Context: an optimization exercise on an open-source flow, tuned for small area. The choices shown serve that exercise and are no tape-out recipe.
The RTL was checked by simulation tests, not by an equivalence proof against the original design.
No activity file was given, so power comes from the tool's default toggle rates.

==> flow/design.v (excerpt) <==
module isolated_plus_pattern_counter (
  input  logic        clk,
  input  logic        rst,
  input  logic        psel,
  input  logic        penable,
  input  logic        pwrite,
  input  logic [2:0]  paddr,
  input  logic [31:0] pwdata,
  output logic [31:0] prdata,
  output logic        pready,
  input  logic        in_valid,
  output logic        in_ready,
  input  logic        cell_is_one,
  output logic        out_valid,
  input  logic        out_ready,
  output logic [19:0] plus_count
);
==> flow/config.mk <==
export PLATFORM = sky130hd
export DESIGN_NAME = isolated_plus_pattern_counter
export DESIGN_NICKNAME = isolated_plus_pattern_counter
export VERILOG_FILES = /design/flow/design.v
export SDC_FILE = /design/flow/constraint.sdc
export NUM_CORES = 4
export LEC_CHECK = 0
export CAP_MARGIN = 0
export CORE_MARGIN = 2
export CORE_UTILIZATION = 60
export SLEW_MARGIN = 0
==> flow/constraint.sdc <==
create_clock -name core_clock -period 8.0 [get_ports {clk}]
set_input_delay 1.6000 -clock core_clock [delete_from_list [all_inputs] [get_ports {clk}]]
set_output_delay 1.6000 -clock core_clock [all_outputs]
set_load 0.01 [all_outputs]
standard.sh (not shown) runs the stock make flow with config.mk's settings and CLKGATE_MAP_FILE= SYNTH_SCRIPT=/design/flow/synth_recipe.tcl, a recipe that flattens the netlist after the stock synthesis.
==> flow/flow/run.sh <==
#!/bin/bash
set -euo pipefail
export CTS_ARGS="-sink_clustering_enable -repair_clock_nets -sink_clustering_size 18 -sink_clustering_max_diameter 60 -buf_list sky130_fd_sc_hd__clkbuf_8 -dont_use_dummy_load"
export BUFFER_PORTS_ARGS="-buffer_cell sky130_fd_sc_hd__buf_1"
bash standard.sh > standard.log 2>&1
Then changed:
CAP_MARGIN = 20   (was 0)
CTS_BUF_LIST = sky130_fd_sc_hd__clkbuf_8   (was not set)
CTS_CLUSTER_DIAMETER = 60   (was not set)
CTS_CLUSTER_SIZE = 18   (was not set)
SLEW_MARGIN = 20   (was 0)
Effect:
- worst setup slack improves by 0.0080 ns
- fmax hardly moves
- via count hardly moves
- sequential power barely changes
- area after synthesis is unchanged
- non-clock buffer count stays the same
- flip-flop and latch count is unchanged
Then changed:
==> flow/flow/run.sh (replaced) <==
#!/bin/bash
set -euo pipefail
export CTS_ARGS="-sink_clustering_enable -repair_clock_nets -sink_clustering_size 30 -sink_clustering_max_diameter 70 -buf_list sky130_fd_sc_hd__clkbuf_16 -dont_use_dummy_load"
export BUFFER_PORTS_ARGS="-buffer_cell sky130_fd_sc_hd__buf_1"
bash standard.sh > standard.log 2>&1
What happened:
- power rose by 2.7%
- core utilization grows by 0.27 points
- combinational power hardly moves
- routed wire length drops by about 0.66%
- synthesized cell count does not change
- clock-buffer cell count goes down by 39
- final area rose by 0.43%
- global-route usage came out lower by 0.17 points

========
Starting RTL as in the previous note.
export LEC_CHECK = 0
export CAP_MARGIN = 20
export CORE_MARGIN = 2
export CORE_UTILIZATION = 60
export PLACE_DENSITY = 0.85
export SLEW_MARGIN = 20
create_clock -name core_clock -period 8.0 [get_ports {clk}]
==> flow/flow/run.sh <==
#!/bin/bash
set -euo pipefail
export CTS_ARGS="-sink_clustering_enable -repair_clock_nets -sink_clustering_size 22 -sink_clustering_max_diameter 45 -buf_list sky130_fd_sc_hd__clkbuf_8 -dont_use_dummy_load"
export BUFFER_PORTS_ARGS="-buffer_cell sky130_fd_sc_hd__buf_1"
bash standard.sh > standard.log 2>&1
The baseline produced a clean layout.
Rerun with:
==> flow/flow/run.sh (replaced) <==
#!/bin/bash
set -euo pipefail
export CTS_ARGS="-sink_clustering_enable -repair_clock_nets -sink_clustering_size 20 -sink_clustering_max_diameter 50 -buf_list sky130_fd_sc_hd__clkbuf_8 -dont_use_dummy_load"
export BUFFER_PORTS_ARGS="-buffer_cell sky130_fd_sc_hd__buf_1"
bash standard.sh > standard.log 2>&1
PLACE_DENSITY = 0.75   (was 0.85)
Effect:
- total power falls by 0.50%
- setup slack improved by 0.030 ns
- final cell count barely changes
- wire length falls by about 8%
- via count decreases by about 0.8%
- sequential share of layout area barely changes
- worst hold slack loses 0.0047 ns
- final area stays flat
- first-iteration DRC count went down by about 9%
- clock-buffer cell count shrinks by 5

-- afterwards: timing with drivers on the ports --
The flow's constraints put no driver on any port. The routed layouts listed below were extracted and timed again, unchanged, in two steps. Step 1: set_driving_cell puts a clkbuf_16 on clk and a buf_2 on each other input, an assumption about the parent block. Step 2 moves the port delays by t, midway between the first and last clock arrival at a register: inputs arrive t later, outputs are due t later. That takes back most of the time a late clock gives input paths. Three values: no drivers, after step 1, after step 2; two values: the first two.
| run | shift t [ns] | setup WS [ns] | latest minus earliest clock arrival (ns) | worst register clock-pin slew, ns | worst data-port slew with drivers (ns) |
|---|---|---|---|---|---|
| the first run of note 1 | 0.771 | 1.423 / 1.423 / 1.423 | 0.110 / 0.110 | 0.12 / 0.12 | 0.06 |
| the second run of note 1 | 0.771 | 1.431 / 1.431 / 1.431 | 0.109 / 0.110 | 0.12 / 0.12 | 0.06 |
| the third run of note 1 | 0.665 | 1.419 / 1.419 / 1.419 | 0.084 / 0.084 | 0.11 / 0.11 | 0.05 |
| the first run of note 2 | 0.793 | 1.184 / 1.184 / 1.184 | 0.137 / 0.137 | 0.12 / 0.12 | 0.05 |
| the second run of note 2 | 0.786 | 1.214 / 1.214 / 1.214 | 0.150 / 0.150 | 0.11 / 0.11 | 0.04 |
After both steps every run listed still meets setup and hold.
